What follows belongs to an exercise in optimizing a design on an open flow for small area; a production flow would make more cautious choices.
RTL that was checked went through simulation tests only; none was proved equivalent to the original.

## grid_maze_dfs_path_finder
module grid_maze_dfs_path_finder (
	input  logic       clk,
	input  logic       arst_n,
	input  logic       item_valid,
	output logic       item_stall,
	input  logic       cmd,
	input  logic [2:0] cell_row,
	input  logic [2:0] cell_col,
	input  logic       blocked,
	output logic       result_valid,
	input  logic       result_stall,
	output logic       found,
	output logic [2:0] path_row,
	output logic [2:0] path_col,
	output logic       last
);
	localparam logic [2:0] ST_IDLE = 3'd0;
	localparam logic [2:0] ST_EXP  = 3'd1;
	localparam logic [2:0] ST_SCAN = 3'd2;
	localparam logic [2:0] ST_BACK = 3'd3;
	localparam logic [2:0] ST_EMIT = 3'd4;
	localparam logic [2:0] ST_MISS = 3'd5;
	logic [2:0] state_q;
	logic [5:0] cur_q;       
	logic [1:0] cpd_q;       
	logic [1:0] dir_q;       
	logic       have_q;      
	logic [63:0] vis_q;
	logic [63:0] a_q;
	logic [63:0] b_q;
	logic idle;
	logic to_pred;
	assign idle    = state_q == ST_IDLE;
	assign to_pred = (state_q == ST_BACK) || (state_q == ST_EMIT);
	logic [5:0] nb_idx;
	logic       nb_inb;
	gmdfs_neigh u_nb (
		.cur (cur_q),
		.dir (to_pred ? cpd_q : dir_q),
		.idx (nb_idx),
		.inb (nb_inb)
	);
	logic [5:0]  addr;
	logic [63:0] sel;
	logic        rd_vis;
	logic [1:0]  rd_dir;
	assign addr = idle ? {cell_row, cell_col} : nb_idx;
	gmdfs_dec u_dec (.addr(addr), .sel(sel));
	gmdfs_rd u_rd (.sel(sel), .vis(vis_q), .a(a_q), .b(b_q), .rd_vis(rd_vis), .rd_dir(rd_dir));
	logic free;
	logic child;
	assign free  = nb_inb && !rd_vis && !rd_dir[1];
	assign child = nb_inb && rd_vis && (rd_dir == {~dir_q[1], dir_q[0]});
	logic item_acc;
	logic result_acc;
	logic run_go;
	logic load_go;
	logic push;
	assign item_acc   = item_valid && !item_stall;
  ...
==> module grid_maze_dfs_path_finder, before the edit <==
module grid_maze_dfs_path_finder (
	input  logic       clk,
	input  logic       arst_n,
	input  logic       item_valid,
	output logic       item_stall,
	input  logic       cmd,
	input  logic [2:0] cell_row,
	input  logic [2:0] cell_col,
	input  logic       blocked,
	output logic       result_valid,
	input  logic       result_stall,
	output logic       found,
	output logic [2:0] path_row,
	output logic [2:0] path_col,
	output logic       last
);
	localparam logic [2:0] ST_IDLE = 3'd0;
	localparam logic [2:0] ST_EXP  = 3'd1;
	localparam logic [2:0] ST_SCAN = 3'd2;
	localparam logic [2:0] ST_BACK = 3'd3;
	localparam logic [2:0] ST_EMIT = 3'd4;
	localparam logic [2:0] ST_MISS = 3'd5;
	logic [2:0] state_q;
	logic [5:0] cur_q;       
	logic [1:0] cpd_q;       
	logic [1:0] dir_q;       
	logic       have_q;      
	logic [63:0] vis_q;
	logic [63:0] a_q;
	logic [63:0] b_q;
	logic idle;
	logic to_pred;
	assign idle    = state_q == ST_IDLE;
	assign to_pred = (state_q == ST_BACK) || (state_q == ST_EMIT);
	logic [5:0] nb_idx;
	logic       nb_inb;
	gmdfs_neigh u_nb (
		.cur (cur_q),
		.dir (to_pred ? cpd_q : dir_q),
		.idx (nb_idx),
		.inb (nb_inb)
	);
	logic [5:0]  addr;
	logic [63:0] sel;
	logic        rd_vis;
	logic [1:0]  rd_dir;
	assign addr = idle ? {cell_row, cell_col} : nb_idx;
	gmdfs_dec u_dec (.addr(addr), .sel(sel));
	gmdfs_rd u_rd (.sel(sel), .vis(vis_q), .a(a_q), .b(b_q), .rd_vis(rd_vis), .rd_dir(rd_dir));
	logic free;
	logic child;
	assign free  = nb_inb && !rd_vis && !rd_dir[1];
	assign child = nb_inb && rd_vis && (rd_dir == {~dir_q[1], dir_q[0]});
	logic item_acc;
	logic result_acc;
	logic run_go;
	logic load_go;
	logic push;
	assign item_acc   = item_valid && !item_stall;
	assign result_acc = result_valid && !result_stall;
	assign run_go     = item_acc && cmd;
	assign load_go    = item_acc && !cmd;
	assign push       = (state_q == ST_EXP) && free;
	logic at_start;
	assign at_start = cur_q == 6'd0;
	assign item_stall   = !idle;
	assign result_valid = (state_q == ST_EMIT) || (state_q == ST_MISS);
	assign found        = state_q == ST_EMIT;
	assign path_row     = cur_q[5:3];
	assign path_col     = cur_q[2:0];
	assign last         = at_start;
	always_ff @(posedge clk or negedge arst_n) begin
		if (!arst_n) begin
			state_q <= ST_IDLE;
		end else begin
			case (state_q)
				ST_IDLE: if (run_go) state_q <= ST_EXP;
				ST_EXP: begin
					if (dir_q == gmdfs_pkg::DIR_RIGHT) state_q <= (have_q || free) ? ST_SCAN : ST_BACK;
				end
				ST_SCAN: begin
					if (child) state_q <= (nb_idx == 6'd63) ? ST_EMIT : ST_EXP;
					else if (dir_q == gmdfs_pkg::DIR_RIGHT) state_q <= ST_BACK;
				end
				ST_BACK: begin
					if (at_start) state_q <= ST_MISS;
					else if (cpd_q != gmdfs_pkg::DIR_LEFT) state_q <= ST_SCAN;
				end
				ST_EMIT: if (result_acc && at_start) state_q <= ST_IDLE;
				ST_MISS: if (result_acc) state_q <= ST_IDLE;
				default: state_q <= ST_IDLE;
			endcase
		end
	end
	always_ff @(posedge clk) begin
		case (state_q)
			ST_IDLE: begin
				cur_q   <= 6'd0;
				dir_q   <= gmdfs_pkg::DIR_UP;
				have_q  <= 1'b0;
			end
			ST_EXP: begin
				dir_q <= dir_q + 2'd1;
				if (free) have_q <= 1'b1;
				if (dir_q == gmdfs_pkg::DIR_RIGHT) have_q <= 1'b0;
			end
			ST_SCAN: begin
				dir_q <= dir_q + 2'd1;
				if (child) begin
					cur_q <= nb_idx;
					cpd_q <= {~dir_q[1], dir_q[0]};
					dir_q <= gmdfs_pkg::DIR_UP;
				end
			end
			ST_BACK: begin
				if (!at_start) begin
					cur_q <= nb_idx;
					cpd_q <= rd_dir;
				end
				dir_q <= {~cpd_q[1], cpd_q[0]} + 2'd1;
			end
			ST_EMIT: begin
				if (result_acc) begin
					cur_q <= nb_idx;
					cpd_q <= rd_dir;
				end
			end
			default: ;
		endcase
	end
	logic clr;
	logic wr_vis;
	logic wr_a;
	logic wr_b;
	assign clr    = idle && run_go;
	assign wr_vis = !idle && (rd_vis || push);
	assign wr_a   = idle ? (load_go ? blocked : rd_dir[1] && !rd_vis) : push ? ~dir_q[1] : rd_dir[1];
	assign wr_b   = push ? dir_q[0] : rd_dir[0];
	assign vis_q[0] = 1'b1;
	assign a_q[0]   = 1'b0;
	assign b_q[0]   = 1'b0;
	for (genvar i = 1; i < 64; i++) begin : g_cell
		logic vis_ff;
		logic a_ff;
		logic a_in;
		assign vis_q[i] = vis_ff;
		always_ff @(posedge clk) begin
			if (sel[i] || clr) vis_ff <= wr_vis;
		end
		if (i == 1 || i == 8) begin : g_x
			assign a_in   = wr_a;
			assign a_q[i] = a_ff;
			assign b_q[i] = i == 1;
		end else if (i == 63) begin : g_x
			assign a_in   = wr_vis ? wr_b : wr_a;
			assign a_q[i] = a_ff && !vis_ff;
			assign b_q[i] = a_ff;
		end else begin : g_a
			assign a_in   = wr_a;
			assign a_q[i] = a_ff;
			if (i == 7) begin : g_b
				assign b_q[i] = !a_ff;
			end else if (i == 56) begin : g_b
				assign b_q[i] = a_ff;
			end else begin : g_b
				logic b_ff;
				assign b_q[i] = b_ff;
				always_ff @(posedge clk) begin
					if (sel[i]) b_ff <= wr_b;
				end
			end
		end
		if (i == 1 || i == 8) begin : g_w
			always_ff @(posedge clk or negedge arst_n) begin
				if (!arst_n) a_ff <= 1'b0;
				else if (sel[i]) a_ff <= a_in;
			end
		end else begin : g_w
			always_ff @(posedge clk or negedge arst_n) begin
				if (!arst_n) a_ff <= 1'b0;
				else if (sel[i]) a_ff <= a_in;
				else if (clr && vis_ff) a_ff <= 1'b0;
			end
		end
	end
endmodule
Settings: LEC_CHECK=0, ABC_AREA=0, CAP_MARGIN=20, CORE_MARGIN=2, CORE_UTILIZATION=70, CTS_BUF_LIST=sky130_fd_sc_hd__clkbuf_16, CTS_CLUSTER_DIAMETER=100, CTS_CLUSTER_SIZE=30, SLEW_MARGIN=20, SYNTH_HIERARCHICAL=1, SYNTH_MINIMUM_KEEP_SIZE=0; clock period 7.0 ns.
standard.sh (not shown) runs the stock make flow with config.mk's settings and CLKGATE_MAP_FILE= SYNTH_SCRIPT=/design/flow/synth_recipe.tcl, a recipe that flattens the netlist after the stock synthesis.
==> flow/flow/run.sh <==
#!/bin/bash
# Own layout flow: the standard synthesis, then the combinational
# logic of its netlist re-mapped by ABC for area (registers, tie cells and
# all names of registers kept as synthesized), then the standard layout
# from floorplan on, with the port buffers made of the smallest buffer and
# a clock tree of clkbuf_8 without dummy loads.
# Each tool's output goes to a log file of its own in this folder.
set -euo pipefail
here=$(pwd)
res=$here/orfs/results/${FLOW_PLATFORM}/grid_maze_dfs_path_finder/base
lib=$FLOW_HOME/platforms/${FLOW_PLATFORM}/lib/sky130_fd_sc_hd__tt_025C_1v80.lib

# 1. standard synthesis
bash standard.sh synth > synth.log 2>&1
cp "$res/1_2_yosys.v" 1_2_yosys.standard.v

# 2. re-map the combinational logic
dont_use=""
for c in $(tr -s ' \n' ' ' < flow/dont_use.txt); do dont_use="$dont_use -dont_use $c"; done
keep=$(grep -oE "sky130_fd_sc_hd__(df|edf|sdf|dl|conb)[a-z0-9_]*" 1_2_yosys.standard.v | sort -u | tr '\n' ' ')
printf 'set_driving_cell sky130_fd_sc_hd__buf_1\nset_load 5\n' > remap.constr
cat > remap.ys <<EOS
read_liberty -ignore_miss_func $lib
read_verilog 1_2_yosys.standard.v
hierarchy -top $FLOW_TOP
setattr -mod -set keep_hierarchy 1 $keep
flatten
opt_clean
abc -script $here/flow/remap.abc -liberty $lib $dont_use -constr $here/remap.constr -D 7000
opt_clean -purge
tee -o remap_stat.log stat -liberty $lib
select -module $FLOW_TOP
write_verilog -noattr -nohex -nodec -selected remapped.v
EOS
yosys -s remap.ys > remap.log 2>&1
cp remapped.v "$res/1_2_yosys.v"
rm -f "$res/1_synth.odb" "$res/1_synth.sdc"

# 3. standard layout from here
# clock tree of one buffer size, without dummy loads
cts_args="-sink_clustering_enable -repair_clock_nets -dont_use_dummy_load -buf_list sky130_fd_sc_hd__clkbuf_8"
bash standard.sh BUFFER_PORTS_ARGS="-buffer_cell sky130_fd_sc_hd__buf_1" CTS_ARGS="$cts_args" finish > layout.log 2>&1
Other scripts of this flow, unchanged in this note and not shown: flow/flow/dont_use.txt, flow/flow/remap.abc
The baseline passed the timing, design-rule and antenna checks.
Change:
--- a/flow/design.v
+++ b/flow/design.v
@@ -188,9 +188,5 @@
 			if (sel[i] || clr) vis_ff <= wr_vis;
 		end
-		if (i == 1 || i == 8) begin : g_x
-			assign a_in   = wr_a;
-			assign a_q[i] = a_ff;
-			assign b_q[i] = i == 1;
-		end else if (i == 63) begin : g_x
+		if (i == 63) begin : g_x
 			assign a_in   = wr_vis ? wr_b : wr_a;
 			assign a_q[i] = a_ff && !vis_ff;
@@ -211,15 +207,8 @@
 			end
 		end
-		if (i == 1 || i == 8) begin : g_w
-			always_ff @(posedge clk or negedge arst_n) begin
-				if (!arst_n) a_ff <= 1'b0;
-				else if (sel[i]) a_ff <= a_in;
-			end
-		end else begin : g_w
-			always_ff @(posedge clk or negedge arst_n) begin
-				if (!arst_n) a_ff <= 1'b0;
-				else if (sel[i]) a_ff <= a_in;
-				else if (clr && vis_ff) a_ff <= 1'b0;
-			end
+		always_ff @(posedge clk or negedge arst_n) begin
+			if (!arst_n) a_ff <= 1'b0;
+			else if (sel[i]) a_ff <= a_in;
+			else if (clr && vis_ff) a_ff <= 1'b0;
 		end
 	end
Result: The changed run passed the timing, design-rule and antenna checks. Synthesized cell count went down by a few percent. Non-clock buffer count went down by 28. First-iteration DRC count is lower by about a fifth. Global-route usage stays flat. Setup slack gains 0.11 ns. Utilization fell by 2.2 points. Count of clock-buffer cells in the layout does not change. Synthesized area is about the same. Worst hold slack improves by 0.040 ns. Sequential cell count goes up by 2. Final area drops by a few percent.
The RTL of the first run of this note was laid out without a check of its function.

==> afterwards: timing with drivers on the ports <==
The results above use ideal ports. As a check the final layouts listed here were re-extracted and re-timed, cells and wires unchanged. Step 1 (the two cells are an assumption about what drives the block):
set clk [get_ports {clk}]
set_driving_cell -lib_cell sky130_fd_sc_hd__clkbuf_16 $clk
set_driving_cell -lib_cell sky130_fd_sc_hd__buf_2 [delete_from_list [all_inputs] $clk]
Step 2 also shifts input and output timing later by t, the mid clock arrival at the registers, as if the neighbouring blocks saw the same clock. Slacks: ideal / step 1 / step 2; pairs: ideal / step 1.
| run | shift t [ns] | setup WS [ns] | worst data-port slew with drivers (ns) |
|---|---|---|---|
| the first run | 0.513 | 0.318 / 0.318 / 0.318 | 0.04 |
| the second run | 0.497 | 0.424 / 0.424 / 0.424 | 0.04 |
After both steps every run listed still meets setup and hold.
